This is an optimization exercise on Yosys and OpenROAD, whose aim is small area, a short achievable clock period and few clock cycles per item, not a production implementation. Where RTL was checked, it was by simulation tests only, not by an equivalence proof against the original. Power figures rest on the tool's default switching activity, not on a simulated workload.

Design fft_mask_mult_pipe, start of the top module:
module fft_mask_mult_pipe (
    input  logic               clk_i,
    input  logic               rst_i,
    input  logic               clr_i,
    input  logic               in_valid_i,
    output logic               in_ready_o,
    input  logic signed [15:0] in_re_i,
    input  logic signed [15:0] in_im_i,
    input  logic signed [15:0] mask_i,
    input  logic               in_last_i,
    output logic               out_valid_o,
    input  logic               out_ready_i,
    output logic signed [15:0] out_re_o,
    output logic signed [15:0] out_im_o,
    output logic [8:0]         out_bin_o,
    output logic               out_last_o,
    output logic               sat_o,
    output logic               frame_err_o
);
Size: roughly 1,800 cells after synthesis, ~17,000 um^2 of cells after synthesis.
export LEC_CHECK = 0
export ABC_AREA = 1
export CAP_MARGIN = 20
export CORE_MARGIN = 2
export CORE_UTILIZATION = 40
export SETUP_SLACK_MARGIN = 3.8
export SLEW_MARGIN = 20
export TNS_END_PERCENT = 20
create_clock -name core_clock -period 7.0 [get_ports {clk_i}]
standard.sh (not shown) runs the stock make flow with config.mk's settings and CLKGATE_MAP_FILE= SYNTH_SCRIPT=/design/flow/synth_recipe.tcl, a recipe that flattens the netlist after the stock synthesis.
==> flow/flow/run.sh <==
#!/bin/bash
# Own layout flow: the standard flow, with two changes.
#  1. After the standard synthesis, flow/fixpol.py re-chooses the polarity of
#     full-adder and xor cells so fewer inverters sit between them (the
#     netlist's function, registers and ports are unchanged).
#  2. Ports are buffered with buf_2 cells (BUFFER_PORTS_ARGS) instead of the
#     default pick.
# Each tool's full output goes to a log file in this folder.
set -euo pipefail
R=orfs/results/sky130hd/fft_mask_mult_pipe/base
export BUFFER_PORTS_ARGS="-buffer_cell sky130_fd_sc_hd__buf_2"
bash standard.sh synth > synth.log 2>&1
cp $R/1_2_yosys.v 1_2_yosys_standard.v
python3 flow/fixpol.py $R/1_2_yosys.v > fixpol.log 2>&1
rm -f $R/1_synth.odb $R/1_synth.sdc
bash standard.sh synth > synth_odb.log 2>&1
bash standard.sh finish > finish.log 2>&1
Other scripts of this flow, unchanged in this note and not shown: flow/flow/fixpol.py
The first run went through all stages and came out clean.
Rerun with:
--- a/flow/design.v
+++ b/flow/design.v
@@ -1,15 +1,15 @@
 module fft_mm_tree (
     input  logic [15:0] x,
     input  logic [7:0]  one,
     input  logic [7:0]  two,
     input  logic [7:0]  neg,
     output logic [21:0] hi_a,
     output logic [21:0] hi_b,
-    output logic [0:0]  lo_c
+    output logic        lo_c
 );
     logic [16:0] xe;
     assign xe = {x[15], x};
     logic pp1;
     logic pp2;
     logic pp3;
     logic pp4;
@@ -730,15 +730,15 @@
     assign s359 = 1'b1 ^ pp135;
     assign c360 = 1'b1 & pp135;
     logic [30:0] ra, rb;
     logic [9:0] lo_sum;
     assign ra = {pp136, s359, s357, s355, s353, c350, s349, s347, c344, c342, c340, c338, c336, c334, c332, c330, c328, c326, c324, c322, c320, c318, c316, c314, c312, c310, c308, c306, pp3, pp2, neg[0]};
     assign rb = {c360, c358, c356, c354, c352, s351, c348, c346, s345, s343, s341, s339, s337, s335, s333, s331, s329, s327, s325, s323, s321, s319, s317, s315, s313, s311, s309, s307, s305, 1'b0, pp1};
     assign lo_sum = {1'b0, ra[8:0]} + {1'b0, rb[8:0]};
-    assign lo_c = lo_sum[9:9];
+    assign lo_c = lo_sum[9];
     assign hi_a = ra[30:9];
     assign hi_b = rb[30:9];
 endmodule
 module fft_mask_mult_pipe (
     input  logic               clk_i,
     input  logic               rst_i,
     input  logic               clr_i,
@@ -811,72 +811,75 @@
             a_neg_q <= i_neg;
         end
     end
     logic [7:0] t_one, t_two, t_neg;
     assign t_one = a_one_q;
     assign t_two = a_two_q;
     assign t_neg = a_neg_q;
-    logic [21:0] re_ha, re_hb, re_hc, im_ha, im_hb, im_hc;
-    logic [0:0] re_lc, im_lc;
-    assign re_hc = '0;
-    assign im_hc = '0;
+    logic [21:0] re_ha, re_hb, im_ha, im_hb;
+    logic        re_lc, im_lc;
     fft_mm_tree u_re (.x(a_re_q), .one(t_one), .two(t_two), .neg(t_neg),
                       .hi_a(re_ha), .hi_b(re_hb), .lo_c(re_lc));
     fft_mm_tree u_im (.x(a_im_q), .one(t_one), .two(t_two), .neg(t_neg),
                       .hi_a(im_ha), .hi_b(im_hb), .lo_c(im_lc));
-    logic [21:0] b_re_a, b_re_b, b_re_x, b_im_a, b_im_b, b_im_x;
-    logic [0:0] b_re_c, b_im_c;
-    logic        b_v_q, b_z_q, b_ovf_q;
+    logic [21:0] b_re_a, b_re_b, b_im_a, b_im_b;
+    logic        b_re_c, b_im_c, b_v_q, b_z_q, b_ovf_q;
     always_ff @(posedge clk_i) begin
         if (en) begin
             b_re_a  <= re_ha;
             b_re_b  <= re_hb;
-            b_re_x  <= re_hc;
             b_re_c  <= re_lc;
             b_im_a  <= im_ha;
             b_im_b  <= im_hb;
-            b_im_x  <= im_hc;
             b_im_c  <= im_lc;
             b_ovf_q <= a_ovf_q;
             b_z_q   <= a_z_q;
         end
     end
     logic [21:0] s_re, s_im;
     logic [15:0] r_re, r_im;
-    assign s_re = b_re_a + b_re_b + b_re_x + {21'd0, b_re_c};
-    assign s_im = b_im_a + b_im_b + b_im_x + {21'd0, b_im_c};
+    assign s_re = b_re_a + b_re_b + {21'd0, b_re_c};
+    assign s_im = b_im_a + b_im_b + {21'd0, b_im_c};
     assign r_re = s_re[21:6];
     assign r_im = s_im[21:6];
-    logic [8:0]  b_bin_q;
+    logic [15:0] o_re_q, o_im_q;
+    logic [8:0]  o_bin_q;
+    logic        o_v_q;
     always_ff @(posedge clk_i) begin
-        if (en && a_v_q) begin
-            b_bin_q <= a_z_q ? 9'd0 : (b_bin_q[8] ? 9'd0 : b_bin_q + 9'd1);
+        if (en) begin
+            o_re_q <= r_re;
+            o_im_q <= r_im;
+        end
+        if (en && b_v_q) begin
+            o_bin_q <= b_z_q ? 9'd0 : (o_bin_q[8] ? 9'd0 : o_bin_q + 9'd1);
         end
     end
-    assign last_v      = b_v_q;
-    assign out_re_o    = r_re;
-    assign out_im_o    = r_im;
-    assign out_bin_o   = b_bin_q;
-    assign out_last_o  = b_bin_q[8];
+    assign last_v      = o_v_q;
+    assign out_re_o    = o_re_q;
+    assign out_im_o    = o_im_q;
+    assign out_bin_o   = o_bin_q;
+    assign out_last_o  = o_bin_q[8];
     always_comb begin
         sat_d = sat_q;
-        if (en && a_v_q && a_ovf_q) sat_d = 1'b1;
+        if (en && b_v_q && b_ovf_q) sat_d = 1'b1;
         if (clr_i) sat_d = 1'b0;
     end
     always_ff @(posedge clk_i or posedge rst_i) begin
         if (rst_i) begin
             a_v_q <= 1'b0;
             b_v_q <= 1'b0;
+            o_v_q <= 1'b0;
             cnt_q  <= 9'd0;
             ferr_q <= 1'b0;
             sat_q  <= 1'b0;
         end else begin
             if (en) begin
                 a_v_q <= in_valid_i;
                 b_v_q <= a_v_q;
+                o_v_q <= b_v_q;
             end
             cnt_q  <= cnt_d;
             ferr_q <= ferr_d;
             sat_q  <= sat_d;
         end
     end
     assign out_valid_o = last_v;
Effect:
- total power came out higher by about a fifth
- cell area rose by a few percent
- combinational power is higher by about a fifth
- core utilization shrinks by 1.3 points
- first-iteration DRC count rises by a few percent
- wire length increases slightly
- clock-buffer cell count rises by 12
- area after synthesis is higher by a few percent
- fmax rises by a few percent
Testbench counts after the change, summed over its fixed seeds: cycles 32,920, items 32,896.
No functional check of the RTL was part of the first run of this note.

-- separate check: timing with driven ports --
The results above use ideal ports. As a check the final layouts listed here were re-extracted and re-timed, cells and wires unchanged. Step 1 (the two cells are an assumption about what drives the block):
set clk [get_ports {clk_i}]
set_driving_cell -lib_cell sky130_fd_sc_hd__clkbuf_16 $clk
set_driving_cell -lib_cell sky130_fd_sc_hd__buf_2 [delete_from_list [all_inputs] $clk]
Step 2 moves the port delays by t, midway between the first and last clock arrival at a register: inputs arrive t later, outputs are due t later. That takes back most of the time a late clock gives input paths. Three values: ideal ports, drivers, drivers and shift; two values: the first two.
| run | t (ns) | setup slack, ns | worst setup path after step 2 | slew at the worst register clock pin (ns) |
|---|---|---|---|---|
| the first run | 0.497 | 3.451 / 3.402 / 3.492 | input to output | 0.08 / 0.08 |
| the second run | 0.621 | 3.560 / 3.560 / 3.560 | register to register | 0.07 / 0.07 |
After both steps every run listed still meets setup and hold.
